This is an optimization exercise on Yosys and OpenROAD, whose aim is small area, not a production implementation. Only simulation tests tie the RTL to the original design; equivalence was not proved. Power is estimated from default activity; no workload was simulated.

<file path="flow/constraint.sdc">
create_clock -name core_clock -period 4.0 [get_ports {clk}]
set_input_delay 0.8000 -clock core_clock [delete_from_list [all_inputs] [get_ports {clk}]]
set_output_delay 0.8000 -clock core_clock [all_outputs]
set_load 0.01 [all_outputs]
</file>
<file path="flow/design.v">
package mem_bus_pkg;
    localparam int WORD_BYTES = 2;
    localparam int WORDS      = 128;
endpackage
module data_mem_responder #(
    parameter int ADDR_W      = 8,
    parameter int DATA_W      = 16,
    parameter int WAIT_STATES = 1
) (
    input  logic              clk,
    input  logic              rst_n,
    input  logic              mem_req,
    input  logic              mem_we,
    input  logic [ADDR_W-1:0] mem_addr,
    input  logic [DATA_W-1:0] mem_in,
    output logic [DATA_W-1:0] mem_out,
    output logic              mem_ready,
    input  logic              ld_clear,
    input  logic              ld_valid,
    input  logic [7:0]        ld_byte,
    output logic              ld_ready
);
    localparam int WADDR_W = ADDR_W - 1;
    localparam int WORDS   = 2**WADDR_W;
    localparam int HW      = DATA_W / 2;
    logic                rdw_q, wrw_q, rsp_q;
    logic                idle;
    logic [ADDR_W-1:0]   ld_ptr_q;
    logic [DATA_W-1:0]   mem_out_q;
    logic [7:0]          rd_lo_q, rd_lo_d;
    logic [15:0]         rd_hi_q, rd_hi_d;
    logic                bus_rd, bus_wr, ld_wr;
    logic [1:0]          wr_be;
    logic [WADDR_W-1:0]  wr_addr;
    logic [DATA_W-1:0]   wr_data;
    logic [WORDS-1:0][DATA_W-1:0] mem_q;
    logic [1:0][7:0]              wr_lo_n;
    logic [15:0]                  wr_hi_n;
    logic [WORDS-1:0][1:0]        wr_en;
    logic [WORDS-1:0]             rd_sel_n;
    logic [DATA_W-1:0][WORDS-1:0] rd_bits;
    logic [DATA_W-1:0]            rd_word;
    assign idle     = ~(rdw_q | wrw_q | rsp_q);
    assign ld_ready = idle & ~mem_req & ~ld_clear;
    assign bus_rd  = idle & mem_req & ~mem_we;
    assign bus_wr  = idle & mem_req & mem_we;
    assign ld_wr   = ld_ready & ld_valid;
    assign wr_be   = {bus_wr | (ld_wr & ld_ptr_q[0]), bus_wr | (ld_wr & ~ld_ptr_q[0])};
    assign wr_addr = mem_req ? mem_addr[ADDR_W-1:1] : ld_ptr_q[ADDR_W-1:1];
    assign wr_data = mem_req ? mem_in : {2{ld_byte}};
    always_ff @(posedge clk or negedge rst_n) begin
        if (!rst_n) begin
            rdw_q <= 1'b0;
            wrw_q <= 1'b0;
            rsp_q <= 1'b0;
        end else begin
            rdw_q <= bus_rd;
            wrw_q <= bus_wr;
            rsp_q <= rdw_q | wrw_q;
        end
    end
    always_ff @(posedge clk or negedge rst_n) begin
        if (!rst_n) begin
            ld_ptr_q <= '0;
        end else if (ld_clear) begin
            ld_ptr_q <= '0;
        end else if (ld_wr) begin
            ld_ptr_q <= ld_ptr_q + 1'b1;
        end
    end
    dmr_dec3en u_rlo (.a(mem_addr[3:1]), .en(bus_rd), .y(rd_lo_d));
    dmr_dec4en u_rhi (.a(mem_addr[7:4]), .en(bus_rd), .y(rd_hi_d));
    always_ff @(posedge clk) begin
        rd_lo_q <= rd_lo_d;
        rd_hi_q <= rd_hi_d;
    end
    dmr_dec3en_n u_wlo0 (.a(wr_addr[2:0]), .en(wr_be[0]), .y_n(wr_lo_n[0]));
    dmr_dec3en_n u_wlo1 (.a(wr_addr[2:0]), .en(wr_be[1]), .y_n(wr_lo_n[1]));
    dmr_dec4n    u_whi  (.a(wr_addr[6:3]), .y_n(wr_hi_n));
    for (genvar w = 0; w < WORDS; w++) begin : g_word
        for (genvar l = 0; l < 2; l++) begin : g_lane
            dmr_nor2 u_we (.a(wr_lo_n[l][w % 8]), .b(wr_hi_n[w / 8]), .y(wr_en[w][l]));
        end
    end
    for (genvar w = 0; w < WORDS; w++) begin : g_mem
        always_ff @(posedge clk) begin
            if (wr_en[w][0]) mem_q[w][HW-1:0]      <= wr_data[HW-1:0];
            if (wr_en[w][1]) mem_q[w][DATA_W-1:HW] <= wr_data[DATA_W-1:HW];
        end
    end
    mem_word_ram #(.AW(WADDR_W)) u_rsel (.lo(rd_lo_q), .hi(rd_hi_q), .sel_n(rd_sel_n));
    for (genvar b = 0; b < DATA_W; b++) begin : g_rbit
        for (genvar w = 0; w < WORDS; w++) begin : g_w
            assign rd_bits[b][w] = mem_q[w][b];
        end
        dmr_rd_bit u_rd (.d(rd_bits[b]), .sel_n(rd_sel_n), .y(rd_word[b]));
    end
    always_ff @(posedge clk or negedge rst_n) begin
        if (!rst_n) begin
            mem_out_q <= '0;
        end else if (rdw_q) begin
            mem_out_q <= rd_word;
        end
    end
    assign mem_out   = mem_out_q;
    assign mem_ready = rsp_q;
endmodule
module mem_word_ram #(
    parameter int AW = 7
) (
    input  logic [7:0]       lo,
    input  logic [15:0]      hi,
    output logic [2**AW-1:0] sel_n
);
    for (genvar w = 0; w < 2**AW; w++) begin : g_sel
        dmr_nand2 u_s (.a(lo[w % 8]), .b(hi[w / 8]), .y(sel_n[w]));
    end
endmodule
module dmr_dec3en (
    input  logic [2:0] a,
    input  logic       en,
    output logic [7:0] y
);
    always_comb for (int i = 0; i < 8; i++) y[i] = en & (a == 3'(i));
endmodule
module dmr_dec4en (
    input  logic [3:0]  a,
    input  logic        en,
    output logic [15:0] y
);
    always_comb for (int i = 0; i < 16; i++) y[i] = en & (a == 4'(i));
endmodule
module dmr_dec3en_n (
    input  logic [2:0] a,
    input  logic       en,
    output logic [7:0] y_n
);
    always_comb for (int i = 0; i < 8; i++) y_n[i] = ~(en & (a == 3'(i)));
endmodule
module dmr_dec4n (
    input  logic [3:0]  a,
    output logic [15:0] y_n
);
    always_comb for (int i = 0; i < 16; i++) y_n[i] = ~(a == 4'(i));
endmodule
module dmr_rd_bit (
    input  logic [127:0] d,
    input  logic [127:0] sel_n,
    output logic         y
);
    logic [63:0] l1;
    logic [15:0] l2;
    logic [7:0]  l3;
    logic [1:0]  l4;
    for (genvar i = 0; i < 64; i++) begin : g_l1
        dmr_o22ai u (.a1(d[2*i]), .a2(sel_n[2*i]), .b1(d[2*i+1]), .b2(sel_n[2*i+1]), .y(l1[i]));
    end
    for (genvar i = 0; i < 16; i++) begin : g_l2
        dmr_or4 u (.a(l1[4*i +: 4]), .y(l2[i]));
    end
    for (genvar i = 0; i < 8; i++) begin : g_l3
        dmr_nor2 u (.a(l2[2*i]), .b(l2[2*i+1]), .y(l3[i]));
    end
    for (genvar i = 0; i < 2; i++) begin : g_l4
        dmr_nand4 u (.a(l3[4*i +: 4]), .y(l4[i]));
    end
    dmr_nor2 u_l5 (.a(l4[0]), .b(l4[1]), .y(y));
endmodule
module dmr_o22ai (
    input  logic a1, a2, b1, b2,
    output logic y
);
    assign y = ~((a1 | a2) & (b1 | b2));
endmodule
module dmr_or4 (
    input  logic [3:0] a,
    output logic       y
);
    assign y = |a;
endmodule
module dmr_nand4 (
    input  logic [3:0] a,
    output logic       y
);
    assign y = ~&a;
endmodule
module dmr_nand2 (
    input  logic a, b,
    output logic y
);
    assign y = ~(a & b);
endmodule
module dmr_nor2 (
    input  logic a, b,
    output logic y
);
    assign y = ~(a | b);
endmodule
</file>
<file path="flow/config.mk">
export PLATFORM = sky130hd
export DESIGN_NAME = data_mem_responder
export DESIGN_NICKNAME = data_mem_responder
export VERILOG_FILES = /design/flow/design.v
export SDC_FILE = /design/flow/constraint.sdc
export NUM_CORES = 4
export LEC_CHECK = 0
export ABC_CLOCK_PERIOD_IN_PS = 100000
export CAP_MARGIN = 20
export CORE_MARGIN = 2
export CORE_UTILIZATION = 60
export CTS_BUF_LIST = sky130_fd_sc_hd__clkbuf_8
export CTS_CLUSTER_DIAMETER = 60
export CTS_CLUSTER_SIZE = 20
export GPL_TIMING_DRIVEN = 0
export SLEW_MARGIN = 20
export SYNTH_HIERARCHICAL = 1
</file>
<file path="flow/run.sh">
#!/bin/bash
# synth_recipe.tcl (not shown) runs the flow's synth.tcl, then flattens the netlist and writes it again
# the make line also repeats each setting of config.mk as NAME=value (left out here)
make -C /OpenROAD-flow-scripts/flow DESIGN_CONFIG=/design/flow/config.mk WORK_HOME=/design/flow/orfs CLKGATE_MAP_FILE= SYNTH_SCRIPT=/design/flow/synth_recipe.tcl finish
</file>
==> results of run 1 <==
==> synthesized netlist by cell type (all sizes together) (5+ instances only) <==
cell type / number
o22ai: 1024
mux2: 23
nand2: 163
clkbuf: 6
nand4b: 10
dfrtp: 27
dfxtp: 24
nand3: 5
o21ai: 6
nand2b: 12
or4b: 6
nor3: 6
buf: 5
nand4bb: 12
nand4: 38
nor2: 415
or4: 257
edfxtp: 2048
==> worst register-to-register path: cells and delay by family (launching register included) <==
family / cells / cell delay [ns]
flip-flops: 1 / 0.37
AND/OR/NAND/NOR: 4 / 1.76
AO/OA/AOI/OAI: 1 / 0.53
buffers and inverters: 4 / 0.91
==> Yosys stat by module (local to each module, per instance), a selection <==
module,area [um2],flops+latches,cells inside,copies in the design
dmr_dec3en_n,76.3,0,8,2
dmr_or4,7.51,0,1,256
dmr_nand2,3.75,0,1,128
dmr_o22ai,6.26,0,1,1024
data_mem_responder,63400,2099,2209,1
dmr_dec3en,96.3,0,8,1
dmr_nor2,3.75,0,1,400
dmr_dec4n,186,0,20,1
dmr_dec4en,118,0,23,1
==> layer usage <==
layer	up-vias	share of wire, %	track usage, %
met4	6	4.3	13.2
met5	-	0.019	0
met1	21700	37	43.6
met3	369	9.8	7.41
li1	18000	-	-
met2	2039	49	53.8
==> worst max-delay path by stage <==
stage	to	cells past startpoint	start	slack, ns
2_1_floorplan	mem_q[1000]	5	mem_req	0.41
3_3_place_gp	mem_q[650]	5	mem_req	-3.73
3_5_place_dp	mem_q[1386]	8	mem_req	-1.13
4_1_cts	mem_q[1446]	6	mem_req	0.09
5_1_grt	mem_q[787]	6	mem_req	-0.17
6_report	mem_q[788]	6	mem_req	-0.18
==> metrics by stage <==
step                total power (W)  hold slack, ns
finish                       0.0369           0.173
global route                 0.0378           0.143
CTS                          0.0370           0.106
detailed placement           0.0259           0.483
global placement             0.0259           0.473
floorplan                    0.0252           0.446
==> cell families (layout without fill, tap and decap cells) <==
| kind of cell | after synthesis | after routing | share of synthesized area [%] |
|---|---|---|---|
| other | 0 | 4 | 0 |
| adders and majority gates | 1 | 1 | 0.0168 |
| DFF | 2099 | 2099 | 84.2 |
| AOI/OAI and AO/OA | 1033 | 1033 | 8.67 |
| muxes | 26 | 26 | 0.388 |
| buffers and inverters | 13 | 395 | 0.0891 |
| xor gates and xnor gates | 1 | 1 | 0.0118 |
| and+or+nand+nor | 943 | 943 | 6.66 |
==> sequential cells by signal (all words and copies together), names as in the netlist <==
signal     count
ld_ptr_q       8
wrw_q          1
rd_lo_q        8
rd_hi_q       16
mem_q       2048
rsp_q          1
mem_out_q     16
rdw_q          1
==> power by group <==
| group | total, W | internal, W | switching, W |
|---|---|---|---|
| logic | 0.00114 | 0.000253 | 0.000887 |
| registers | 0.0243 | 0.0243 | 0.0000327 |
| clock network | 0.0114 | 0.00468 | 0.00672 |
| total | 0.0369 | 0.0292 | 0.00764 |
==> final cells by class <==
| type | instances | area [um2] | area share [%] |
|---|---|---|---|
| Antenna cell | 4 | 10.0 | 0.0122 |
| Buffer | 11 | 58.8 | 0.0717 |
| Clock buffer | 152 | 2090 | 2.55 |
| Clock inverter | 90 | 935 | 1.14 |
| Inverter | 2 | 7.51 | 0.00915 |
| Multi-Input combinational cell | 2004 | 12000 | 14.6 |
| Sequential cell | 2099 | 62700 | 76.4 |
| Tap cell | 1637 | 2050 | 2.50 |
| Timing Repair Buffer | 140 | 2190 | 2.67 |
==> repair_timing <==
item,in CTS,in global routing
setup buffers,6,1
endpoints found under the hold margin,27,0
pin swaps,2,0
hold buffers,1,0
setup endpoints to repair,227,535
resized for setup,2,17
==> results.json, run 1 <==
{
  "outcome": "failed layout checks",
  "so_faults": "setup timing",
  "drtPass1Iterations": 5,
  "worstReg2RegEnd": "mem_q[1254]",
  "place_area_mm2": 0.0788,
  "cpLargestDelayFamily": "simple AND/OR/NAND/NOR gates",
  "critical_path_class": "in -> reg",
  "finalCriticalPeriod_ns": 4.18,
  "dieArea_mm2": 0.127,
  "yosysTopAreaCellShare_pct": 82.6,
  "fin_nets": 4438,
  "critPathMaxFanout": 16,
  "r2r_slack_ns": 0.07,
  "initial_utilization_pct": 60.3,
  "fin_setup_tns_ns": -34.51,
  "insertion_delay_ns": 0.92,
  "ios": 56,
  "cp-start-kind": "primary input",
  "total_leakage_power_nw": 26.1,
  "drc": 0,
  "hold_start": "ld_clear",
  "yosysSeqAreaShare_pct": 84.2,
  "clk_pin_slew_worst_paths_ns": 0.12,
  "overflow": 0,
  "grt_antenna_before_repair": 10,
  "place_ws_ns": -1.13,
  "synth_seq_cells": 2099,
  "dp.cells": 5884,
  "yosysTopAreaCell": "edfxtp_1",
  "cts_tree": "built",
  "synth_cell_types": 42,
  "setup_slack_ns": -0.182,
  "crit_chain": "buf_2 > buf_1 > mux2_2 > clkbuf_1 > nand4bb_1 > nor2_1",
  "wl_per_cell_um": 34.1,
  "drt-initial-drc-count": 5403,
  "cp_data_arrival_time_ns": 4.73,
  "syn_area_per_cell_um2": 18.1,
  "synthArstFlopShare_pct": 1.29,
  "synth_area_mm2": 0.0744,
  "rsz0062_at_grt": "true",
  "drv_slew": 0,
  "vias": 42100,
  "holdPathStages": 2,
  "grt_pass1_wl_um": 289000,
  "htree_num_levels": 4,
  "r2r_start": "rdw_q",
  "cts_made_buffers": 141,
  "hpwl_um": 137000,
  "mostFrequentLayoutCells": "edfxtp_1 (2048), o22ai_1 (1024), nor2_1 (400)",
  "skew_ns": 0.0331,
  "finalHoldViolations": 0,
  "finalCritPeriodShare_pct": 105,
  "slew_headroom_pct": 19.2,
  "syn-num-nets": 4155,
  "port_buffers": 52,
  "grt_start_max_net_pins": 65,
  "core_mm2": 0.123,
  "fill_cells": 8426,
  "first_global_vias": 40200,
  "fin_area_mm2": 0.0820,
  "critPathRequiredTime_ns": 4.55,
  "setup_viol": 421,
  "synth_top_flop_cell": "edfxtp_1",
  "ys_top_cells_by_area": "edfxtp_1 (83%), o22ai_1 (8.6%), or4_1 (2.6%)",
  "cts_root_buf": "clkbuf_8",
  "area_growth_pct": 10.2,
  "yosysWarnings": 11,
  "irDropWorstVdd_mv": 0.444,
  "clockBufferDepth": 3,
  "rows": 129,
  "synth_edf_count": 2048,
  "totalWireLength_um": 210000,
  "r2r_cells": 9,
  "die_h_um": 356,
  "cpMaxStageDelayCell": "nor2_1",
  "final_cells": 6139,
  "max_stage_delay_ns": 1.03,
  "fmax_mhz": 239,
  "antenna_left": 0,
  "clock-sinks": 2099,
  "hold_end": "ld_ptr_q[5]",
  "drive_gt1_share_pct": 8.92,
  "mostFrequentLayoutCell": "edfxtp_1",
  "hp-class": "in -> reg",
  "cp_num_buf_inv": 3,
  "synthCells": 4116,
  "place.gp.congestion": 0.888,
  "track_usage_pct": 33.0,
  "vias_per_cell": 6.86,
  "utilization_pct": 66.4,
  "maxCapViolations": 0,
  "worst_pin_slew_ns": 1.21,
  "crit_path_end_kind": "register",
  "dieWidth_um": 356,
  "p_per_area_mw_per_mm2": 450
}
==> run 2, diff against run 1 <==
--- a/flow/config.mk
+++ b/flow/config.mk
@@ -14,4 +14,5 @@
 export CTS_CLUSTER_SIZE = 20
 export GPL_TIMING_DRIVEN = 0
+export SETUP_SLACK_MARGIN = 0.3
 export SLEW_MARGIN = 20
 export SYNTH_HIERARCHICAL = 1
==> run 2 against run 1 <==
  * Critical path depth grew 2
  * Wire length is essentially flat
  * Final cell count grew 0.20%
  * Flip-flop and latch count is the same
  * Global-route usage is essentially flat
  * Combinational power is essentially flat
  * The run now finishes clean
  * Register-to-register slack gained 0.10 ns
  * Core utilization grew 0.16 points
==> results.json, run 2 <==
{
  "outcome": "no timing/DRC/antenna violations",
  "multi_input_area_mm2": 0.0121,
  "dieArea_mm2": 0.127,
  "crit_path_end_kind": "register",
  "p_per_area_mw_per_mm2": 449,
  "seqCellArea_mm2": 0.0627,
  "vias_per_cell": 6.84,
  "r2r_start": "rd_lo_q[3]",
  "crit_path_frequent_cell": "nor2_1",
  "synth_area_mm2": 0.0744,
  "finalCriticalPeriod_ns": 3.83,
  "fill_cells": 8388,
  "synth_seq_cells": 2099,
  "hp-class": "in -> reg",
  "drv_slew": 0,
  "largest_reg_flops": 2048,
  "drive_gt1_share_pct": 10.1,
  "top_register": "mem_q",
  "wl_per_cell_um": 34.1,
  "synth_cell_types": 42,
  "vias": 42100,
  "yosysTopAreaCellShare_pct": 82.6,
  "area_growth_pct": 10.4,
  "cp_data_arrival_time_ns": 4.69,
  "worst_pin_slew_ns": 1.24,
  "syn_area_per_cell_um2": 18.1,
  "startpoint": "rd_lo_q[3]",
  "htree_num_levels": 4,
  "cts_tree": "built",
  "core_mm2": 0.123,
  "place.gp.congestion": 0.888,
  "finalCritPeriodShare_pct": 95.8,
  "grt_pass1_wl_um": 289000,
  "synthCells": 4116,
  "fmax_mhz": 261,
  "setup_slack_ns": 0.170,
  "synth_most_common_cell": "edfxtp_1",
  "yosysTopAreaCell": "edfxtp_1",
  "cpMaxStageDelayCell": "or4_1",
  "cp-start-kind": "register",
  "critical_path_class": "reg -> reg",
  "mostFrequentLayoutCells": "edfxtp_1 (2048), o22ai_1 (1024), nor2_1 (361)",
  "skew_ns": 0.0288,
  "drtPass1Iterations": 6,
  "rsz0062_at_grt": "true",
  "hpwl_um": 137000,
  "yosysWarnings": 11,
  "track_usage_pct": 33.0,
  "finalHoldViolations": 0,
  "antenna_left": 0,
  "first_global_vias": 40300,
  "ios": 56,
  "critPathMaxFanout": 16,
  "port_buffers": 52,
  "overflow": 0,
  "synth_commonest_cells": "edfxtp_1 (2048), o22ai_1 (1024), nor2_1 (415)",
  "synthArstFlopShare_pct": 1.29,
  "mostFrequentLayoutCell": "edfxtp_1",
  "cts_made_buffers": 141,
  "fin_nets": 4450,
  "place_ws_ns": -1.13,
  "cts_root_buf": "clkbuf_8",
  "drc": 0,
  "ys_top_cells_by_area": "edfxtp_1 (83%), o22ai_1 (8.6%), or4_1 (2.6%)",
  "irDropWorstVdd_mv": 0.445,
  "initial_utilization_pct": 60.3,
  "hold_start": "ld_clear",
  "dieWidth_um": 356,
  "clk_pin_slew_worst_paths_ns": 0.12,
  "total_leakage_power_nw": 26.1,
  "rows": 129,
  "critPathRequiredTime_ns": 4.86,
  "setup_viol": 0,
  "synth_edf_count": 2048,
  "r2r_cells": 8,
  "synth_top_flop_cell": "edfxtp_1",
  "maxCapViolations": 0,
  "fin_setup_tns_ns": 0,
  "drt-initial-drc-count": 5589,
  "totalWireLength_um": 210000,
  "slew_headroom_pct": 16.8,
  "insertion_delay_ns": 0.92,
  "clockBufferDepth": 3,
  "grt_start_max_net_pins": 65,
  "grt_antenna_before_repair": 11,
  "yosysSeqAreaShare_pct": 84.2,
  "max_stage_delay_ns": 0.63,
  "clock-sinks": 2099,
  "die_h_um": 356,
  "syn-num-nets": 4155,
  "holdPathStages": 2,
  "reg_top3": "mem_q: 2048 flops, mem_out_q: 16 flops, rd_hi_q: 16 flops",
  "crit_chain": "buf_12 > nand2_1 > o22ai_1 > or4_1 > nor2_1 > nand4_1 > nor2_1 > mux2_2"
}
## run 2: cell counts after synthesis
Identical to the previous run, type by type.
## run 2: cell families (layout without fill, tap and decap cells)
family | count (synthesis) | count (layout) | synth area share, %
compound gates | 1033 | 1033 | 8.67
xor+xnor | 1 | 1 | 0.0118
fa+ha+maj | 1 | 1 | 0.0168
buf+inv | 13 | 407 | 0.0891
flops | 2099 | 2099 | 84.2
mux | 26 | 26 | 0.388
other cells | 0 | 4 | 0
simple gates | 943 | 943 | 6.66
## run 2: path summary, 6_finish.rpt
check | endpoint | slack (ns)
max in group asynchronous | ld_ptr_q[4] | 3.43
worst max-delay path | mem_out_q[8] | 0.17
worst min-delay path | ld_ptr_q[5] | 0.18
worst min register to register | ld_ptr_q[7] | 0.51
worst max register to register | mem_out_q[8] | 0.17
min in group asynchronous | mem_out_q[7] | 0.36
## run 2: layout make-up
| type | instances | area share [%] |
|---|---|---|
| Antenna cell | 4 | 0.0122 |
| Buffer | 11 | 0.0746 |
| Clock buffer | 152 | 2.54 |
| Clock inverter | 90 | 1.14 |
| Inverter | 2 | 0.00913 |
| Multi-Input combinational cell | 2004 | 14.7 |
| Sequential cell | 2099 | 76.2 |
| Tap cell | 1637 | 2.49 |
| Timing Repair Buffer | 152 | 2.77 |
## run 2: worst max-delay path, delay by kind of cell (launching register included)
kind,cells,cell delay [ns]
flip-flops,1,0.51
multiplexers,1,0.20
buffers and inverters,1,0.26
AND/OR/NAND/NOR,5,2.62
AO/OA/AOI/OAI,1,0.16
## run 2: repair_timing
item / in CTS / in global routing
hold endpoints to repair: 27 / 0
setup endpoints to repair: 1589 / 735
pin swaps: 5 / 2
hold buffers: 1 / 0
cloned: 0 / 0
setup buffers: 12 / 7
resized for setup: 7 / 56
## run 2: routing by layer
layer / up-vias / global-route usage (%) / share of wire, %
met5: - / 0 / 0.034
met2: 1983 / 53.9 / 49
met3: 407 / 7.33 / 9.4
li1: 18000 / - / -
met4: 10 / 13.3 / 4.5
met1: 21600 / 43.7 / 37
## run 2: modules after synthesis, one instance, submodules excluded, a selection
module	cells inside	flip-flops and latches	area, um2	copies in the design
dmr_dec3en	8	0	96.3	1
dmr_dec4n	20	0	186	1
data_mem_responder	2209	2099	63400	1
dmr_nor2	1	0	3.75	400
dmr_dec4en	23	0	118	1
dmr_nand4	1	0	6.26	32
dmr_or4	1	0	7.51	256
dmr_o22ai	1	0	6.26	1024
dmr_dec3en_n	8	0	76.3	2
dmr_nand2	1	0	3.75	128
## run 2: power breakdown
| part | leakage [nW] | switching [W] | internal [W] |
|---|---|---|---|
| clock network | 1.57 | 0.00672 | 0.00468 |
| logic | 5.60 | 0.000894 | 0.000255 |
| registers | 19.0 | 0.0000338 | 0.0243 |
## run 2: through the flow
step / instance area, um2 / utilization, % / hold WS (ns) / cells / power [W]
floorplan: 74400 / - / 0.446 / 4116 / 0.0252
global placement: 77000 / 62.4 / 0.473 / 5805 / 0.0259
detailed placement: 78800 / 63.8 / 0.483 / 5884 / 0.0259
CTS: 82000 / 66.4 / 0.106 / 6139 / 0.0370
global route: 82200 / 66.6 / 0.141 / 6149 / 0.0378
finish: 82200 / 66.6 / 0.184 / 6151 / 0.0369
==> run 3, diff against run 2 <==
--- a/flow/config.mk
+++ b/flow/config.mk
@@ -7,5 +7,5 @@
 export LEC_CHECK = 0
 export ABC_CLOCK_PERIOD_IN_PS = 100000
-export CAP_MARGIN = 20
+export CAP_MARGIN = 5
 export CORE_MARGIN = 2
 export CORE_UTILIZATION = 60
@@ -14,5 +14,4 @@
 export CTS_CLUSTER_SIZE = 20
 export GPL_TIMING_DRIVEN = 0
-export SETUP_SLACK_MARGIN = 0.3
-export SLEW_MARGIN = 20
+export SLEW_MARGIN = 5
 export SYNTH_HIERARCHICAL = 1
==> run 3 against run 2 <==
  * Now fails the layout checks on setup timing
  * Flip-flop and latch count unchanged
  * Worst hold slack worse by 0.0053 ns
  * Final cell count fell by 0.39%
  * Critical path depth is 2 lower
  * Design area is 0.44% lower
  * Clock power is essentially flat
  * Critical path type is now in -> reg
  * Wire length rose by 0.16%
  * Core utilization is 0.29 points lower
  * Die area stayed put
==> results.json, run 3 <==
{
  "drv_slew": 0,
  "drtPass1Iterations": 5,
  "yosysSeqAreaShare_pct": 84.2,
  "first_global_vias": 40400,
  "place.gp.congestion": 0.888,
  "cts_made_buffers": 143,
  "die_h_um": 356,
  "clk_pin_slew_worst_paths_ns": 0.12,
  "yosysTopAreaCellShare_pct": 82.6,
  "top_register": "mem_q",
  "syn_area_per_cell_um2": 18.1,
  "critPathRequiredTime_ns": 4.54,
  "reg_top3": "mem_q: 2048 flops, mem_out_q: 16 flops, rd_hi_q: 16 flops",
  "area_growth_pct": 9.94,
  "overflow": 0,
  "crit_path_end_kind": "register",
  "wl_per_cell_um": 34.3,
  "synth_most_common_cell": "edfxtp_1",
  "synthArstFlopShare_pct": 1.29,
  "wl_met2_um": 102000,
  "core_mm2": 0.123,
  "synth_top_flop_cell": "edfxtp_1",
  "grt_pass1_wl_um": 290000,
  "ys_top_cells_by_area": "edfxtp_1 (83%), o22ai_1 (8.6%), or4_1 (2.6%)",
  "grt_antenna_before_repair": 14,
  "fin_nets": 4428,
  "setup_viol": 443,
  "synth_commonest_cells": "edfxtp_1 (2048), o22ai_1 (1024), nor2_1 (415)",
  "finalHoldViolations": 0,
  "drive_gt1_share_pct": 9.18,
  "final_cells": 6127,
  "mostFrequentLayoutCells": "edfxtp_1 (2048), o22ai_1 (1024), nor2_1 (377)",
  "irDropWorstVdd_mv": 0.364,
  "synth_edf_count": 2048,
  "rsz0062_at_grt": "true",
  "htree_num_levels": 4,
  "slew_headroom_pct": 21.8,
  "wl_met1_um": 77200,
  "syn-num-nets": 4155,
  "cts_root_buf": "clkbuf_8",
  "total_power_w": 0.0369,
  "r2r_start": "rdw_q",
  "worst_pin_slew_ns": 1.17,
  "fin_area_mm2": 0.0818,
  "critical_path_class": "in -> reg",
  "synth_cell_types": 42,
  "clock-sinks": 2099,
  "insertion_delay_ns": 0.93,
  "setup_slack_ns": -0.216,
  "yosysWarnings": 11,
  "maxCapViolations": 0,
  "startpoint": "mem_req",
  "finalCriticalPeriod_ns": 4.22,
  "fin_hold_ws_ns": 0.179,
  "synthCells": 4116,
  "dieArea_mm2": 0.127,
  "cts_tree": "built",
  "drc": 0,
  "largest_reg_flops": 2048,
  "hold_start": "ld_clear",
  "top_layer": "met5",
  "synth_seq_cells": 2099,
  "wl_met3_um": 20300,
  "rows": 129,
  "synth_area_mm2": 0.0744,
  "fmax_mhz": 237,
  "drt-initial-drc-count": 5655,
  "total_leakage_power_nw": 26.0,
  "finalCritPeriodShare_pct": 105,
  "place_area_mm2": 0.0786,
  "p_per_area_mw_per_mm2": 450,
  "antenna_left": 0,
  "track_usage_pct": 33.1,
  "vias_per_cell": 6.87,
  "vias": 42100,
  "cp_data_arrival_time_ns": 4.76,
  "critPathMaxFanout": 16,
  "port_buffers": 52,
  "dp.cells": 5871,
  "clockBufferDepth": 3,
  "cp-start-kind": "primary input",
  "totalWireLength_um": 210000,
  "ios": 56,
  "hpwl_um": 135000,
  "so_faults": "setup timing",
  "hp-class": "in -> reg",
  "initial_utilization_pct": 60.3,
  "outcome": "failed layout checks",
  "mostFrequentLayoutCell": "edfxtp_1",
  "grt_start_max_net_pins": 73,
  "dieWidth_um": 356,
  "yosysTopAreaCell": "edfxtp_1",
  "skew_ns": 0.0352
}
-- run 3: final cells by class --
cell class                      count  area (um2)
Clock buffer                      150        2060
Fill cell                        8458       41600
Clock inverter                     92         942
Tap cell                         1637        2050
Inverter                            2        7.51
Buffer                             11        58.8
Multi-Input combinational cell   2004       12100
Sequential cell                  2099       62700
Antenna cell                        4        10.0
Timing Repair Buffer              128        1990
-- run 3: report_power, final --
group | total [W] | internal [W] | leakage [nW] | switching, W
logic | 0.00111 | 0.000226 | 5.45 | 0.000886
clock network | 0.0114 | 0.00461 | 1.56 | 0.00679
registers | 0.0243 | 0.0243 | 19.0 | 0.0000322
-- run 3: worst paths after layout --
check | endpoint | slack, ns | cells after the start
setup / recovery | mem_q[822] | -0.22 | 6
hold / removal | ld_ptr_q[1] | 0.18 | 2
setup reg to reg | mem_q[655] | 0.04 | 7
hold reg to reg | ld_ptr_q[7] | 0.51 | 1
max in group asynchronous | ld_ptr_q[0] | 2.98 | 2
min in group asynchronous | mem_out_q[7] | 0.48 | 2
-- run 3: worst max-delay path, cell delays in order --
cell,delay [ns]
buf_2,0.29
clkbuf_1,0.86
mux2_2,0.41
clkbuf_1,0.35
nand4bb_1,0.97
nor2_1,1.05
-- run 3: timing repair --
action,4_1_cts,5_1_grt
hold endpoints to repair,27,0
pin swaps,3,3
buffers inserted,6,3
setup endpoints to repair,1561,1259
hold buffers,1,0
resized for setup,6,40
-- run 3: logic make-up after synthesis --
logic type,Yosys count,synth area share [%]
fa+ha+maj,1,0.0168
buf+inv,13,0.0891
mux,26,0.388
xor+xnor,1,0.0118
flops,2099,84.2
compound gates,1033,8.67
simple gates,943,6.66
-- run 3: metal layers --
metal,vias up,GRT usage [%]
met1,21700,44.1
li1,18000,-
met2,1992,53.7
met4,10,14.3
met3,412,6.74
met5,-,0
-- run 3: per-stage QoR --
stage / setup slack (ns) / setup TNS, ns / util (%)
after floorplan: 0.408 / 0 / -
after global placement: -3.73 / - / 62.4
after detailed placement: -1.70 / -2462.05 / 63.7
after CTS: -0.157 / -24.97 / 66.2
after global routing: -0.229 / -50.51 / 66.3
final: -0.216 / -47.96 / 66.3
-- run 3: Yosys stat by module, one instance, submodules excluded, a selection --
module              flops+latches  cell area [um2]  copies in the design
data_mem_responder           2099            63400                     1
dmr_dec4en                      0              118                     1
dmr_dec4n                       0              186                     1
dmr_nand2                       0             3.75                   128
dmr_nand4                       0             6.26                    32
dmr_nor2                        0             3.75                   400
dmr_or4                         0             7.51                   256
==> run 4, diff against run 3 <==
--- a/flow/design.v
+++ b/flow/design.v
@@ -37,5 +37,6 @@
     logic [1:0][7:0]              wr_lo_n;
     logic [15:0]                  wr_hi_n;
-    logic [WORDS-1:0][1:0]        wr_en;
+    logic [WORDS-1:0][1:0]        wr_en, wr_en_n;
+    logic [WORDS-1:0][DATA_W-1:0] mem_d;
     logic [WORDS-1:0]             rd_sel_n;
     logic [DATA_W-1:0][WORDS-1:0] rd_bits;
@@ -80,13 +81,15 @@
     for (genvar w = 0; w < WORDS; w++) begin : g_word
         for (genvar l = 0; l < 2; l++) begin : g_lane
-            dmr_nor2 u_we (.a(wr_lo_n[l][w % 8]), .b(wr_hi_n[w / 8]), .y(wr_en[w][l]));
+            dmr_nor2 u_we  (.a(wr_lo_n[l][w % 8]), .b(wr_hi_n[w / 8]), .y(wr_en[w][l]));
+            dmr_inv  u_wen (.a(wr_en[w][l]), .y(wr_en_n[w][l]));
         end
     end
     for (genvar w = 0; w < WORDS; w++) begin : g_mem
-        always_ff @(posedge clk) begin
-            if (wr_en[w][0]) mem_q[w][HW-1:0]      <= wr_data[HW-1:0];
-            if (wr_en[w][1]) mem_q[w][DATA_W-1:HW] <= wr_data[DATA_W-1:HW];
-        end
-    end
+        for (genvar b = 0; b < DATA_W; b++) begin : g_bit
+            dmr_hold u_h (.we(wr_en[w][b / HW]), .we_n(wr_en_n[w][b / HW]), .wd(wr_data[b]),
+                          .q(mem_q[w][b]), .d(mem_d[w][b]));
+        end
+    end
+    always_ff @(posedge clk) mem_q <= mem_d;
     mem_word_ram #(.AW(WADDR_W)) u_rsel (.lo(rd_lo_q), .hi(rd_hi_q), .sel_n(rd_sel_n));
     for (genvar b = 0; b < DATA_W; b++) begin : g_rbit
@@ -167,4 +170,16 @@
     dmr_nor2 u_l5 (.a(l4[0]), .b(l4[1]), .y(y));
 endmodule
+module dmr_hold (
+    input  logic we, we_n, wd, q,
+    output logic d
+);
+    assign d = (we & wd) | (we_n & q);
+endmodule
+module dmr_inv (
+    input  logic a,
+    output logic y
+);
+    assign y = ~a;
+endmodule
 module dmr_o22ai (
     input  logic a1, a2, b1, b2,
--- a/flow/config.mk
+++ b/flow/config.mk
@@ -7,11 +7,12 @@
 export LEC_CHECK = 0
 export ABC_CLOCK_PERIOD_IN_PS = 100000
-export CAP_MARGIN = 5
+export CAP_MARGIN = 20
 export CORE_MARGIN = 2
 export CORE_UTILIZATION = 60
 export CTS_BUF_LIST = sky130_fd_sc_hd__clkbuf_8
-export CTS_CLUSTER_DIAMETER = 60
-export CTS_CLUSTER_SIZE = 20
+export CTS_CLUSTER_DIAMETER = 50
+export CTS_CLUSTER_SIZE = 16
 export GPL_TIMING_DRIVEN = 0
-export SLEW_MARGIN = 5
+export SETUP_SLACK_MARGIN = 0.5
+export SLEW_MARGIN = 20
 export SYNTH_HIERARCHICAL = 1
==> run 4 against run 3 <==
  * The run now finishes clean
  * Setup slack better by 0.53 ns
  * First-iteration DRC count is 37% higher
  * Clock skew is 0.0090 ns higher
  * Flip-flop and latch count stayed put
  * Sequential share of layout area is 25 points lower
  * Synthesized area is 2.1% lower
  * Worst hold slack better by 0.024 ns
  * Non-clock buffer count is 24 higher
==> results.json, run 4 <==
{
  "r2r_slack_ns": 0.41,
  "p_per_area_mw_per_mm2": 458,
  "synth_seq_cells": 2099,
  "synthCells": 6430,
  "synth-compound-area-share_pct": 33.5,
  "grtUsageMet2_pct": 54.2,
  "yosysSeqAreaShare_pct": 57.8,
  "synth_top_flop_cell": "dfxtp_1",
  "fmax_mhz": 271,
  "critPathMaxFanout": 16,
  "overflow": 0,
  "critical_path_class": "in -> reg",
  "place.gp.congestion": 0.929,
  "drive_gt1_share_pct": 8.69,
  "totalWireLength_um": 248000,
  "rows": 127,
  "syn-num-nets": 6469,
  "clock-sinks": 2099,
  "cp-start-kind": "primary input",
  "cts_root_buf": "clkbuf_8",
  "vias_per_cell": 7.23,
  "dieWidth_um": 353,
  "antenna_left": 0,
  "syn_area_per_cell_um2": 11.3,
  "synth_edf_count": 0,
  "synth.area.mux_share_pct": 0.402,
  "worstReg2RegEnd": "mem_out_q[15]",
  "grt_antenna_before_repair": 9,
  "clockBufferDepth": 3,
  "core_mm2": 0.120,
  "slew_headroom_pct": 31.7,
  "grt_use_met3_pct": 9.37,
  "vias": 61400,
  "insertion_delay_ns": 0.96,
  "initial_utilization_pct": 60.6,
  "synthArstFlopShare_pct": 1.29,
  "yosysTopAreaCellShare_pct": 56.9,
  "setup_viol": 0,
  "grt_pass1_wl_um": 365000,
  "synth_xor_area_share_pct": 0,
  "worst_pin_slew_ns": 1.02,
  "synthSimpleGateAreaFrac_pct": 6.85,
  "yosysTopAreaCell": "dfxtp_1",
  "gr-max-usage-layer": "met2",
  "synth_most_common_cell": "dfxtp_1",
  "wl_per_cell_um": 29.2,
  "r2r_start": "rd_lo_q[0]",
  "yosys.area_share.adder_pct": 0.0172,
  "drv_slew": 0,
  "fill_cells": 9277,
  "hpwl_um": 162000,
  "crit_path_end_kind": "register",
  "htree_num_levels": 4,
  "critPathRequiredTime_ns": 4.82,
  "cts_tree": "built",
  "clk_pin_slew_worst_paths_ns": 0.10,
  "dieArea_mm2": 0.124,
  "port_buffers": 54,
  "first_global_vias": 57200,
  "largest_reg_flops": 2048,
  "place_area_mm2": 0.0770,
  "synth_cell_types": 39,
  "fin_area_mm2": 0.0815,
  "drc": 0,
  "maxCapViolations": 0,
  "fin_nets": 6795,
  "hp-class": "in -> async",
  "finalHoldViolations": 0,
  "mostFrequentLayoutCell": "dfxtp_1",
  "total_leakage_power_nw": 33.0,
  "area_growth_pct": 11.8,
  "reg_top3": "mem_q: 2048 flops, mem_out_q: 16 flops, rd_hi_q: 16 flops",
  "cp_data_arrival_time_ns": 4.50,
  "finalCriticalPeriod_ns": 3.68,
  "outcome": "no timing/DRC/antenna violations",
  "track_usage_pct": 38.0,
  "gr-usage-met1_pct": 53.9,
  "grt_start_max_net_pins": 86,
  "top_register": "mem_q",
  "synth_top_family_by_area": "compound AO/OA/AOI/OAI gates",
  "die_h_um": 353,
  "drt-initial-drc-count": 7727,
  "drtPass1Iterations": 8,
  "cts_made_buffers": 173,
  "mostFrequentLayoutCells": "dfxtp_1 (2064), a22o_1 (2048), o22ai_1 (1024)",
  "ios": 56,
  "synth_commonest_cells": "dfxtp_1 (2072), a22o_1 (2048), o22ai_1 (1024)",
  "ys_top_cells_by_area": "dfxtp_1 (57%), a22o_1 (25%), o22ai_1 (8.8%)",
  "skew_ns": 0.0442,
  "r2r_cells": 8,
  "fin_hold_ws_ns": 0.202,
  "finalCritPeriodShare_pct": 92.1,
  "rsz0062_at_grt": "true",
  "yosysWarnings": 11,
  "irDropWorstVdd_mv": 0.445,
  "synth_area_mm2": 0.0729
}
## run 4: area by class of cell
| cell class | count | area (um2) | share of cell area (%) |
|---|---|---|---|
| inverters | 258 | 968 | 1.19 |
| repair buffers | 151 | 2040 | 2.50 |
| diodes | 4 | 10.0 | 0.0123 |
| clock inverters | 92 | 1040 | 1.28 |
| plain buffers | 12 | 72.6 | 0.0890 |
| well taps | 1612 | 2020 | 2.47 |
| clock buffers | 195 | 2680 | 3.29 |
| multi-input cells | 4061 | 30500 | 37.4 |
| flip-flops and latches | 2099 | 42200 | 51.7 |
## run 4: Yosys stat by module (local to each module, per instance), excerpt
module	cells	cell area (um2)	flops+latches
data_mem_responder	2219	42900	2099
dmr_dec4n	20	186	0
dmr_dec4en	23	118	0
dmr_dec3en	8	96.3	0
dmr_dec3en_n	8	76.3	0
dmr_hold	1	8.76	0
dmr_or4	1	7.51	0
dmr_nand4	1	6.26	0
dmr_o22ai	1	6.26	0
dmr_inv	1	3.75	0
dmr_nand2	1	3.75	0
dmr_nor2	1	3.75	0
## run 4: worst max path at each step
stage / startpoint / endpoint / slack [ns]
6_report: mem_req / mem_q[695] / 0.32
5_1_grt: mem_req / mem_q[695] / 0.27
3_3_place_gp: mem_req / mem_q[889] / -3.70
4_1_cts: mem_req / mem_q[1445] / 0.24
2_1_floorplan: mem_req / mem_q[768] / 0.66
3_5_place_dp: mem_req / mem_q[1790] / -1.81
## run 4: layer usage
| metal | vias up | wire length [um] |
|---|---|---|
| li1 | 27000 | - |
| met1 | 30200 | 103000 |
| met2 | 3558 | 103000 |
| met3 | 608 | 28600 |
| met4 | 12 | 12600 |
| met5 | - | 78 |
## run 4: where the power goes
group,switching (W),internal (W),leakage (nW)
registers,0.000496,0.0217,17.0
logic,0.00125,0.000774,14.0
clock network,0.00734,0.00575,1.92
## run 4: kinds of logic (layout without fill, tap and decap cells)
| family | count (synthesis) | in the layout |
|---|---|---|
| AOI/OAI and AO/OA | 3082 | 3082 |
| adders and majority gates | 1 | 1 |
| buffers and inverters | 270 | 708 |
| DFF | 2099 | 2099 |
| muxes | 26 | 26 |
| other | 0 | 4 |
| and+or+nand+nor | 952 | 952 |
## run 4: stage by stage
step | instances | TNS, ns | power, W | worst slack [ns] | util, %
after detailed placement | 8162 | -2442.56 | 0.0246 | -1.81 | 64.0
after floorplan | 6430 | 0 | 0.0236 | 0.660 | -
after global routing | 8482 | 0 | 0.0384 | 0.274 | 67.8
after CTS | 8473 | 0 | 0.0373 | 0.240 | 67.5
after global placement | 8096 | -6079.26 | 0.0243 | -3.70 | 62.8
final | 8484 | 0 | 0.0373 | 0.316 | 67.8
## run 4: worst max-delay path: stages
cell and delay (ns):
clkdlybuf4s50_1 0.58, buf_2 0.34, mux2_2 0.47, clkbuf_1 0.32, nand4bb_4 0.65, nor2_1 0.72
inv_1 0.31, a22o_1 0.28
## run 4: timing repair
| action | 4_1_cts | 5_1_grt |
|---|---|---|
| endpoints found under the hold margin | 27 | 0 |
| gates resized for setup | 57 | 100 |
| buffers inserted | 23 | 7 |
| pin swaps | 8 | 7 |
| hold buffers | 1 | 0 |
| endpoints found under the setup margin | 2051 | 1739 |
==> run 5, diff against run 4 <==
--- a/flow/config.mk
+++ b/flow/config.mk
@@ -9,10 +9,11 @@
 export CAP_MARGIN = 20
 export CORE_MARGIN = 2
-export CORE_UTILIZATION = 60
+export CORE_UTILIZATION = 70
 export CTS_BUF_LIST = sky130_fd_sc_hd__clkbuf_8
 export CTS_CLUSTER_DIAMETER = 50
 export CTS_CLUSTER_SIZE = 16
 export GPL_TIMING_DRIVEN = 0
-export SETUP_SLACK_MARGIN = 0.5
+export PLACE_DENSITY = 0.8
+export SETUP_SLACK_MARGIN = 0.4
 export SLEW_MARGIN = 20
 export SYNTH_HIERARCHICAL = 1
==> run 5 against run 4 <==
  * Global-route usage is 5.4 points higher
  * Maximum frequency shrank 3.8%
  * Worst hold slack better by 0.089 ns
  * Critical endpoint is now mem_q[1486]
  * Sequential share of layout area grew 0.88 points
  * Via count rose by 1.4%
  * Count of clock-buffer cells in the layout fell by 16
  * Setup slack worse by 0.15 ns
  * Register-to-register slack worse by 0.22 ns
  * Clock power down 12%
  * Total power down 4.2%
==> results.json, run 5 <==
{
  "port_buffers": 54,
  "overflow": 0,
  "antenna_left": 0,
  "clockBufferDepth": 3,
  "syn-num-nets": 6469,
  "critPathMaxFanout": 13,
  "drtPass1Iterations": 7,
  "area_growth_pct": 9.98,
  "dieArea_mm2": 0.107,
  "place.gp.congestion": 0.943,
  "finalHoldViolations": 0,
  "skew_ns": 0.0343,
  "synth_cell_types": 39,
  "finalCriticalPeriod_ns": 3.83,
  "utilization_pct": 77.6,
  "rows": 118,
  "fin_hold_ws_ns": 0.292,
  "largest_reg_flops": 2048,
  "synth_xor_area_share_pct": 0,
  "insertion_delay_ns": 0.91,
  "r2r_start": "rd_lo_q[0]",
  "core_mm2": 0.103,
  "synthSimpleGateAreaFrac_pct": 6.85,
  "first_global_vias": 58800,
  "vias": 62200,
  "synthArstFlopShare_pct": 1.29,
  "cts_root_buf": "clkbuf_8",
  "synth_seq_cells": 2099,
  "synth_most_common_cell": "dfxtp_1",
  "irDropWorstVdd_mv": 0.453,
  "htree_num_levels": 4,
  "clk_pin_slew_worst_paths_ns": 0.11,
  "total_power_w": 0.0357,
  "cp-start-kind": "primary input",
  "yosysTopAreaCell": "dfxtp_1",
  "drive_gt1_share_pct": 6.84,
  "cp_data_arrival_time_ns": 4.62,
  "totalWireLength_um": 241000,
  "hp-class": "in -> async",
  "clock-sinks": 2099,
  "hpwl_um": 156000,
  "outcome": "no timing/DRC/antenna violations",
  "wl_per_cell_um": 29.5,
  "synth_commonest_cells": "dfxtp_1 (2072), a22o_1 (2048), o22ai_1 (1024)",
  "maxCapViolations": 0,
  "drv_slew": 0,
  "startpoint": "mem_req",
  "ys_top_cells_by_area": "dfxtp_1 (57%), a22o_1 (25%), o22ai_1 (8.8%)",
  "ios": 56,
  "rsz0062_at_grt": "true",
  "grt_antenna_before_repair": 5,
  "critical_path_class": "in -> reg",
  "fin_nets": 6762,
  "synth_top_family_by_area": "compound AO/OA/AOI/OAI gates",
  "yosys.area_share.adder_pct": 0.0172,
  "yosysTopAreaCellShare_pct": 56.9,
  "initial_utilization_pct": 70.5,
  "mostFrequentLayoutCell": "dfxtp_1",
  "synth_edf_count": 0,
  "track_usage_pct": 43.5,
  "syn_area_per_cell_um2": 11.3,
  "crit_path_end_kind": "register",
  "synthCells": 6430,
  "drc": 0,
  "cts_tree": "built",
  "total_leakage_power_nw": 32.5,
  "synth.area.mux_share_pct": 0.402,
  "synth_top_flop_cell": "dfxtp_1",
  "grt_start_max_net_pins": 91,
  "grt_pass1_wl_um": 360000,
  "drt-initial-drc-count": 8307,
  "reg_top3": "mem_q: 2048 flops, mem_out_q: 16 flops, rd_hi_q: 16 flops",
  "yosysSeqAreaShare_pct": 57.8,
  "cts_made_buffers": 162,
  "synth-compound-area-share_pct": 33.5,
  "finalCritPeriodShare_pct": 95.8,
  "critPathRequiredTime_ns": 4.79,
  "fmax_mhz": 261,
  "synth_area_mm2": 0.0729,
  "mostFrequentLayoutCells": "dfxtp_1 (2064), a22o_1 (2048), o22ai_1 (1024)",
  "slew_headroom_pct": 23.2,
  "vias_per_cell": 7.60,
  "setup_viol": 0,
  "worst_pin_slew_ns": 1.15,
  "fin_setup_tns_ns": 0,
  "top_register": "mem_q",
  "p_per_area_mw_per_mm2": 446,
  "dieWidth_um": 327,
  "yosysWarnings": 11,
  "die_h_um": 327
}
## run 5: cell count changes in the layout (fill, tap and decap cells not counted), moves of 7 or more
cell       before  now
nand2_2        20    0
nor2_2        120   84
clkinv_2       17    6
inv_1         271  281
nand2_1       129  149
clkbuf_8      195  179
clkinv_4       15    7
bufinv_16      18    8
buf_4          26   13
buf_6          30   23
nor2_1        296  332
## run 5: repair_timing
action	4_1_cts	5_1_grt
endpoints found under the setup margin	2049	1735
resized for setup	31	72
hold endpoints to repair	9	0
pin swaps	8	0
hold buffers	1	0
buffers inserted	15	0
gates cloned	0	0
## run 5: cell families after synthesis
| logic type | Yosys count |
|---|---|
| AOI/OAI and AO/OA | 3082 |
| DFF | 2099 |
| and+or+nand+nor | 952 |
| buffers and inverters | 270 |
| muxes | 26 |
| adders and majority gates | 1 |
## run 5: power by group
part	switching [W]	total (W)	leakage [nW]	internal [W]
Combinational	0.00124	0.00201	13.9	0.000766
Clock	0.00687	0.0115	1.61	0.00466
Sequential	0.000494	0.0222	17.0	0.0217
Total	0.00861	0.0357	32.5	0.0271
## run 5: layout make-up
| cell class | count | area [um2] |
|---|---|---|
| clock buffer | 179 | 2460 |
| tap | 1380 | 1730 |
| timing repair buffer | 129 | 1800 |
| fill | 6909 | 23200 |
| clock inverter | 63 | 572 |
| buffer | 12 | 71.3 |
| inverter | 258 | 968 |
| antenna | 7 | 17.5 |
| multi-input combinational | 4061 | 30400 |
| sequential | 2099 | 42200 |
## run 5: metal layers
| metal | share of wire, % | global-route usage, % |
|---|---|---|
| met1 | 38 | 57.3 |
| met2 | 42 | 63.6 |
| met3 | 12 | 11.1 |
| met4 | 7.3 | 28.5 |
| met5 | 0 | 0 |
## run 5: stage by stage
step	std cells	cell area (um2)	setup slack, ns
floorplan	6430	72900	0.411
global placement	7864	75200	-3.47
detailed placement	7923	76600	-1.80
CTS	8181	79900	0.213
global route	8182	80200	0.0620
finish	8188	80200	0.169
## run 5: worst max-delay path, stage by stage
cell,delay (ns)
clkdlybuf4s50_1,0.57
buf_2,0.36
mux2_2,0.31
clkbuf_1,0.50
nand4b_1,0.57
buf_6,0.36
nor2_1,0.52
inv_1,0.32
a22o_1,0.28
## run 5: final timing paths
kind,end,slack (ns),depth (start not counted)
max in group asynchronous,ld_ptr_q[6],3.24,3
worst max register to register,mem_out_q[6],0.19,8
worst min register to register,mem_q[1188],0.48,1
worst max-delay path,mem_q[1486],0.17,9
worst min-delay path,mem_out_q[4],0.29,2
min in group core_clock,mem_q[1188],0.48,1
## run 5: modules after synthesis (local to each module, per instance), excerpt
module / flip-flops and latches / area (um2) / copies in the design / cells
data_mem_responder: 2099 / 42900 / 1 / 2219
dmr_dec4n: 0 / 186 / 1 / 20
dmr_dec4en: 0 / 118 / 1 / 23
dmr_dec3en: 0 / 96.3 / 1 / 8
dmr_dec3en_n: 0 / 76.3 / 2 / 8
dmr_or4: 0 / 7.51 / 256 / 1
dmr_nand4: 0 / 6.26 / 32 / 1
dmr_o22ai: 0 / 6.26 / 1024 / 1
dmr_nand2: 0 / 3.75 / 128 / 1
dmr_nor2: 0 / 3.75 / 400 / 1
dmr_inv: 0 / 3.75 / 256 / 1
==> run 6, diff against run 5 <==
==> flow/flow/run.sh (new file) <==
#!/bin/bash
# Layout flow: the standard ORFS flow (standard.sh, its synthesis unchanged),
# with two changes:
#  - clock tree synthesis without dummy loads (clkbuf_8 leaves, clusters of
#    at most 16 sinks within 50 um);
#  - port buffers use the smallest buffer, buf_1.
# All of make's output goes to flow_make.log in this folder; ORFS writes each
# step's log under orfs/logs/.
set -euo pipefail
bash standard.sh \
  "CTS_ARGS=-sink_clustering_enable -repair_clock_nets -dont_use_dummy_load -buf_list sky130_fd_sc_hd__clkbuf_8 -sink_clustering_size 16 -sink_clustering_max_diameter 50" \
  "BUFFER_PORTS_ARGS=-buffer_cell sky130_fd_sc_hd__buf_1" \
  finish > flow_make.log 2>&1
==> flow/standard.sh (new file) <==
#!/bin/bash
# synth_recipe.tcl (not shown) runs the flow's synth.tcl, then flattens the netlist and writes it again
# the make line also repeats each setting of config.mk as NAME=value (left out here)
make -C /OpenROAD-flow-scripts/flow DESIGN_CONFIG=/design/flow/config.mk WORK_HOME=/design/flow/orfs CLKGATE_MAP_FILE= SYNTH_SCRIPT=/design/flow/synth_recipe.tcl "${@:-finish}"
removed: flow/run.sh
==> run 6 against run 5 <==
  * Synthesized cell count did not move
  * Global-route usage fell by 0.22 points
  * Design area fell by 1.3%
  * Count of clock-buffer cells in the layout fell by 16
  * Worst hold slack got worse by 0.055 ns
  * Core utilization fell by 1.0 points
  * Critical endpoint is now mem_out_q[4]
  * Largest power group unchanged
==> results.json, run 6 <==
{
  "drc": 0,
  "total_leakage_power_nw": 32.0,
  "rows": 118,
  "grt_start_max_net_pins": 89,
  "maxCapViolations": 0,
  "synth_seq_cells": 2099,
  "synthCells": 6430,
  "yosysWarnings": 11,
  "ys_top_cells_by_area": "dfxtp_1 (57%), a22o_1 (25%), o22ai_1 (8.8%)",
  "crit_path_frequent_cell": "nor2_1",
  "cts_tree": "built",
  "dieArea_mm2": 0.107,
  "synth_most_common_cell": "dfxtp_1",
  "place.gp.congestion": 0.957,
  "startpoint": "rd_lo_q[1]",
  "crit_chain": "buf_16 > nand2_1 > o22ai_1 > or4_1 > nor2_1 > nand4_1 > nor2_1 > mux2_2",
  "r2r_start": "rd_lo_q[1]",
  "synth_commonest_cells": "dfxtp_1 (2072), a22o_1 (2048), o22ai_1 (1024)",
  "slew_headroom_pct": 29.2,
  "synth_edf_count": 0,
  "hold_start": "mem_we",
  "area_growth_pct": 8.52,
  "first_global_vias": 58500,
  "place_ws_ns": -1.55,
  "insertion_delay_ns": 0.91,
  "critical_path_class": "reg -> reg",
  "synth_cell_types": 39,
  "port_buffers": 54,
  "cpMaxStageDelayCell": "or4_1",
  "max_stage_delay_ns": 0.66,
  "core_mm2": 0.103,
  "rsz0062_at_grt": "true",
  "finalCritPeriodShare_pct": 92.8,
  "cp_data_arrival_time_ns": 4.56,
  "syn-num-nets": 6469,
  "finalHoldViolations": 0,
  "die_h_um": 327,
  "synthSimpleGateAreaFrac_pct": 6.85,
  "track_usage_pct": 43.3,
  "irDropWorstVdd_mv": 0.432,
  "synth-compound-area-share_pct": 33.5,
  "yosysTopAreaCell": "dfxtp_1",
  "yosys.area_share.adder_pct": 0.0172,
  "p_per_area_mw_per_mm2": 433,
  "fmax_mhz": 270,
  "cts_root_buf": "clkbuf_8",
  "setup_slack_ns": 0.290,
  "skew_ns": 0.0520,
  "fin_nets": 6772,
  "hp-class": "in -> reg",
  "grt_antenna_before_repair": 19,
  "clockBufferDepth": 3,
  "vias_per_cell": 7.65,
  "synth_top_family_by_area": "compound AO/OA/AOI/OAI gates",
  "synthArstFlopShare_pct": 1.29,
  "initial_utilization_pct": 70.5,
  "drtPass1Iterations": 7,
  "cp-start-kind": "register",
  "syn_area_per_cell_um2": 11.3,
  "mostFrequentLayoutCells": "dfxtp_1 (2064), a22o_1 (2048), o22ai_1 (1024)",
  "synth.area.mux_share_pct": 0.402,
  "synth_top_flop_cell": "dfxtp_1",
  "dieWidth_um": 327,
  "hpwl_um": 156000,
  "yosysTopAreaCellShare_pct": 56.9,
  "crit_path_end_kind": "register",
  "yosysSeqAreaShare_pct": 57.8,
  "clock-sinks": 2099,
  "drive_gt1_share_pct": 5.85,
  "grt_pass1_wl_um": 358000,
  "htree_num_levels": 4,
  "ios": 56,
  "top_register": "mem_q",
  "reg_top3": "mem_q: 2048 flops, mem_out_q: 16 flops, rd_hi_q: 16 flops",
  "outcome": "no timing/DRC/antenna violations",
  "worst_pin_slew_ns": 1.06,
  "wl_per_cell_um": 29.6,
  "utilization_pct": 76.5,
  "synth_xor_area_share_pct": 0,
  "mostFrequentLayoutCell": "dfxtp_1",
  "critPathRequiredTime_ns": 4.85,
  "synth_area_mm2": 0.0729,
  "overflow": 0,
  "drt-initial-drc-count": 8647,
  "setup_viol": 0,
  "totalWireLength_um": 241000,
  "antenna_left": 0,
  "drv_slew": 0,
  "cts_made_buffers": 163,
  "clk_pin_slew_worst_paths_ns": 0.10,
  "vias": 62100,
  "critPathMaxFanout": 16,
  "largest_reg_flops": 2048,
  "finalCriticalPeriod_ns": 3.71
}
[run 6: cell count changes in the layout (fill, tap and decap cells not counted), sizes merged]
cell,change
buf,+61
clkdlybuf4s50,-53
inv,-30
clkbuf,-15
clkinv,-13
clkinvlp,-12
bufinv,-8
diode,+4
[run 6: logic make-up (layout without fill, tap and decap cells)]
kind of cell / after synthesis / in the layout
AO/OA/AOI/OAI: 3082 / 3082
flip-flops: 2099 / 2099
AND/OR/NAND/NOR: 952 / 952
buffers and inverters: 270 / 571
multiplexers: 26 / 26
adder cells (fa/ha/maj): 1 / 1
other: 0 / 11
[run 6: path summary, 6_finish.rpt]
kind                            endpoint  slack [ns]  cells after the start
setup reg to reg            mem_out_q[4]        0.29                      8
hold / removal                     rdw_q        0.24                      2
min in group asynchronous   mem_out_q[3]        0.26                      2
hold reg to reg              mem_q[1342]        0.47                      1
setup / recovery            mem_out_q[4]        0.29                      8
max in group asynchronous  mem_out_q[14]        3.28                      3
[run 6: worst max-delay path: cells and delay by family, from the launching register on]
family / cells / cell delay, ns
simple gates: 5 / 2.44
buf+inv: 1 / 0.26
compound gates: 1 / 0.23
mux: 1 / 0.19
flops: 1 / 0.51
[run 6: power breakdown]
part           switching (W)  total (W)  internal, W
sequential          0.000500     0.0222       0.0217
clock                0.00645     0.0101      0.00365
combinational        0.00123    0.00196     0.000734
total                0.00818     0.0343       0.0261
[run 6: cell type report]
class                      count  area [um2]
clock buffer                 163        2240
tap                         1380        1730
sequential                  2099       42200
inverter                     258         968
buffer                        12        70.1
fill                        6998       24200
timing repair buffer         138        1620
multi-input combinational   4061       30300
antenna                       11        27.5
[run 6: per-module statistics from Yosys (local to each module, per instance), excerpt]
module,area (um2),copies in the design,flops+latches
dmr_or4,7.51,256,0
dmr_dec4en,118,1,0
dmr_nand4,6.26,32,0
dmr_dec4n,186,1,0
dmr_inv,3.75,256,0
dmr_hold,8.76,2048,0
dmr_nand2,3.75,128,0
dmr_dec3en,96.3,1,0
[run 6: repair_timing]
action | in CTS | in global routing
pin swaps | 7 | 3
hold buffers | 1 | 0
endpoints found under the hold margin | 27 | 0
setup endpoints to repair | 1884 | 1616
gates resized for setup | 24 | 51
buffers inserted | 15 | 5
[run 6: metal layers]
layer | up-vias | wire length (um) | GRT usage (%)
met2 | 4299 | 102000 | 63.6
met3 | 1001 | 30200 | 12.3
met5 | - | 102 | 0
li1 | 26800 | - | -
met1 | 30000 | 91000 | 56.2
met4 | 12 | 17600 | 27.6
[run 6: metrics by stage]
stage               std cells  setup TNS (ns)  power [W]  hold WS, ns  area, um2
floorplan                6430               0     0.0236        0.440      72900
global placement         7864        -5395.95     0.0243        0.452      74900
detailed placement       7927        -2046.22     0.0245        0.454      76400
CTS                      8106               0     0.0341        0.175      78900
global route             8114               0     0.0351        0.204      79100
finish                   8122               0     0.0343        0.237      79100
==> run 7, diff against run 6 <==
==> flow/flow/run.sh (replaced) <==
#!/bin/bash
# Layout flow: the standard ORFS flow (standard.sh, its synthesis unchanged),
# with two changes:
#  - clock tree synthesis without dummy loads (clkbuf_8 leaves, clusters of
#    at most 20 sinks within 60 um);
#  - port buffers use the smallest buffer, buf_1.
# All of make's output goes to flow_make.log in this folder; ORFS writes each
# step's log under orfs/logs/.
set -euo pipefail
bash standard.sh \
  "CTS_ARGS=-sink_clustering_enable -repair_clock_nets -dont_use_dummy_load -buf_list sky130_fd_sc_hd__clkbuf_8 -sink_clustering_size 20 -sink_clustering_max_diameter 60" \
  "BUFFER_PORTS_ARGS=-buffer_cell sky130_fd_sc_hd__buf_1" \
  finish > flow_make.log 2>&1
--- a/flow/config.mk
+++ b/flow/config.mk
@@ -15,5 +15,5 @@
 export GPL_TIMING_DRIVEN = 0
 export PLACE_DENSITY = 0.8
-export SETUP_SLACK_MARGIN = 0.4
+export SETUP_SLACK_MARGIN = 0.3
 export SLEW_MARGIN = 20
 export SYNTH_HIERARCHICAL = 1
==> run 7 against run 6 <==
  * Still clean on timing, DRC and antenna
  * Core utilization shrank 0.49 points
  * Non-clock buffer count shrank 3
  * Sequential share of layout area grew 0.34 points
  * Synthesized area is the same
  * Sequential power is essentially flat
  * Largest power group unchanged
==> results.json, run 7 <==
{
  "outcome": "no timing/DRC/antenna violations",
  "crit_chain": "buf_16 > nand2_1 > o22ai_1 > or4_1 > nor2_1 > nand4_1 > nor2_1 > mux2_2",
  "drt-initial-drc-count": 8488,
  "place_area_mm2": 0.0764,
  "vias_per_cell": 7.65,
  "critical_path_class": "reg -> reg",
  "grt_antenna_before_repair": 18,
  "synth_top_flop_cell": "dfxtp_1",
  "antenna_left": 0,
  "cts_made_buffers": 136,
  "worstReg2RegEnd": "mem_out_q[8]",
  "clk_pin_slew_worst_paths_ns": 0.12,
  "reg_top3": "mem_q: 2048 flops, mem_out_q: 16 flops, rd_hi_q: 16 flops",
  "die_h_um": 327,
  "critPathMaxFanout": 16,
  "setup_viol": 0,
  "clockBufferDepth": 3,
  "synth_most_common_cell": "dfxtp_1",
  "place.gp.congestion": 0.957,
  "hold_end": "rdw_q",
  "syn_area_per_cell_um2": 11.3,
  "power_frac_seq_pct": 66.3,
  "drv_slew": 0,
  "synth_seq_cells": 2099,
  "total_leakage_power_nw": 31.8,
  "hp-class": "in -> reg",
  "mostFrequentLayoutCell": "dfxtp_1",
  "port_buffers": 54,
  "r2r_slack_ns": 0.28,
  "fmax_mhz": 269,
  "combPwrFrac_pct": 5.8,
  "swShare_pct": 23.9,
  "dieArea_mm2": 0.107,
  "maxCapViolations": 0,
  "cp_data_arrival_time_ns": 4.55,
  "holdPathStages": 2,
  "yosysWarnings": 11,
  "fin_nets": 6742,
  "rsz0062_at_grt": "false",
  "hpwl_um": 156000,
  "total_power_w": 0.0335,
  "cp-start-kind": "register",
  "worst_pin_slew_ns": 1.08,
  "finalCritPeriodShare_pct": 92.9,
  "track_usage_pct": 43.1,
  "irDropWorstVdd_mv": 0.389,
  "finalCriticalPeriod_ns": 3.72,
  "synthCells": 6430,
  "synth_edf_count": 0,
  "yosysSeqAreaShare_pct": 57.8,
  "drive_gt1_share_pct": 5.10,
  "mostFrequentLayoutCells": "dfxtp_1 (2064), a22o_1 (2048), o22ai_1 (1024)",
  "critPathRequiredTime_ns": 4.83,
  "dieWidth_um": 327,
  "r2r_start": "rd_lo_q[7]",
  "clock-sinks": 2099,
  "skew_ns": 0.0583,
  "initial_utilization_pct": 70.5,
  "max_stage_delay_ns": 0.59,
  "overflow": 0,
  "htree_num_levels": 4,
  "synthArstFlopShare_pct": 1.29,
  "synth_area_mm2": 0.0729,
  "drc": 0,
  "cpMaxStageDelayCell": "or4_1",
  "crit_path_frequent_cell": "nor2_1",
  "totalWireLength_um": 239000,
  "crit_path_end_kind": "register",
  "insertion_delay_ns": 0.90,
  "synth_commonest_cells": "dfxtp_1 (2072), a22o_1 (2048), o22ai_1 (1024)",
  "ys_top_cells_by_area": "dfxtp_1 (57%), a22o_1 (25%), o22ai_1 (8.8%)",
  "wl_per_cell_um": 29.6,
  "drtPass1Iterations": 6,
  "yosysTopAreaCellShare_pct": 56.9,
  "slew_headroom_pct": 28.3,
  "power_frac_clock_pct": 27.9,
  "p_per_area_mw_per_mm2": 426,
  "intPower_w": 0.0255,
  "rows": 118,
  "ios": 56,
  "hold_start": "mem_we",
  "synth_cell_types": 39,
  "core_mm2": 0.103,
  "r2r_cells": 8,
  "finalHoldViolations": 0,
  "syn-num-nets": 6469,
  "cts_root_buf": "clkbuf_8",
  "top_register": "mem_q",
  "area_growth_pct": 7.83,
  "first_global_vias": 58300,
  "p_sw_w": 0.00799,
  "largest_reg_flops": 2048,
  "fin_area_mm2": 0.0786,
  "yosysTopAreaCell": "dfxtp_1",
  "grt_pass1_wl_um": 356000,
  "vias": 61900,
  "grt_start_max_net_pins": 89,
  "fill_cells": 7052,
  "cts_tree": "built"
}
[run 7: cell counts after synthesis]
No cell type changed its count.
[run 7: area by class of cell]
cell class	instances	area [um2]	area share, %
clock buffer	136	1870	2.38
multi-input combinational	4061	30200	38.4
antenna	14	35.0	0.0446
buffer	12	70.1	0.0891
sequential	2099	42200	53.6
tap	1380	1730	2.20
inverter	258	968	1.23
timing repair buffer	135	1540	1.96
[run 7: cell families after synthesis]
family                   synth area share [%]
adder cells (fa/ha/maj)                0.0172
buffers and inverters                    1.42
flip-flops                               57.8
AND/OR/NAND/NOR                          6.85
AO/OA/AOI/OAI                            33.5
multiplexers                            0.402
[run 7: power by group through the flow]
stage | clock network, W | registers (W) | logic (W)
finish | 0.00935 | 0.0222 | 0.00195
global route | 0.0101 | 0.0223 | 0.00201
CTS | 0.00934 | 0.0222 | 0.00187
detailed placement | 0 | 0.0226 | 0.00187
global placement | 0 | 0.0226 | 0.00164
floorplan | 0 | 0.0225 | 0.00108
[run 7: routing by layer]
layer | GRT usage [%] | wire, um | up-vias
met4 | 27.5 | 17000 | 12
met2 | 63.3 | 102000 | 4149
met3 | 11.2 | 29500 | 946
met1 | 56.6 | 91100 | 30100
met5 | 0 | 75 | -
li1 | - | - | 26700
[run 7: worst max-delay path by stage]
stage,start,endpoint,depth (start not counted)
finish,rd_lo_q[7],mem_out_q[8],8
global route,rdw_q,mem_q[783],9
CTS,rdw_q,mem_q[258],8
detailed placement,mem_req,mem_q[242],11
global placement,mem_req,mem_q[1398],9
floorplan,mem_req,mem_q[1008],7
[run 7: what timing repair did]
item / in CTS / in global routing
resized for setup: 17 / 35
pin swaps: 7 / 1
buffers inserted: 13 / 4
hold buffers: 1 / 0
setup endpoints to repair: 1825 / 1040
cloned: 0 / 0
endpoints found under the hold margin: 27 / 0
[run 7: Yosys stat by module, one instance, submodules excluded, a selection]
| module | cells | copies in the design | cell area (um2) |
|---|---|---|---|
| dmr_nand4 | 1 | 32 | 6.26 |
| dmr_dec4en | 23 | 1 | 118 |
| dmr_hold | 1 | 2048 | 8.76 |
| dmr_nor2 | 1 | 400 | 3.75 |
| dmr_dec4n | 20 | 1 | 186 |
| dmr_dec3en_n | 8 | 2 | 76.3 |
| dmr_nand2 | 1 | 128 | 3.75 |
[run 7: through the flow]
step	util [%]	worst slack [ns]	std cells	TNS [ns]	hold slack (ns)
after floorplan	-	0.411	6430	0	0.440
after global placement	72.4	-3.36	7864	-5395.95	0.452
after detailed placement	73.9	-1.55	7927	-2046.22	0.454
after CTS	75.9	0.198	8077	0	0.154
after global routing	76.0	0.310	8084	0	0.224
final	76.1	0.285	8095	0	0.226
[run 7: critical path: cells and delay by family, from the launching register on]
kind / cells / cell delay (ns)
AOI/OAI and AO/OA: 1 / 0.26
buffers and inverters: 1 / 0.26
DFF: 1 / 0.52
muxes: 1 / 0.19
and+or+nand+nor: 5 / 2.38

-- port drivers added, routing unchanged --
No port has a modelled driver above. Below, the same layouts with a new extraction and two added sets of constraints.
Step 1 assumes that a clkbuf_16 drives the clock port and a buf_2 every other input.
Step 2, shift: input delay + t, output delay - t, t = (earliest + latest rising clock arrival at the registers) / 2. This alone moves slack from input paths to output paths.
Slacks: no drivers / after step 1 / after step 2; pairs: no drivers / after step 1.
run	t (ns)	slack for setup (ns)
run 1	0.980	-0.182 / -0.128 / -1.109
run 2	0.976	0.170 / 0.170 / -0.736
run 3	0.983	-0.216 / -0.177 / -1.160
run 4	1.010	0.316 / 0.329 / -0.681
run 5	0.966	0.169 / 0.065 / -0.883
run 6	0.959	0.290 / 0.290 / -0.658
run 7	0.947	0.285 / 0.285 / -0.571
With both steps, setup timing fails in 5 of these runs, where it was met with ideal ports.
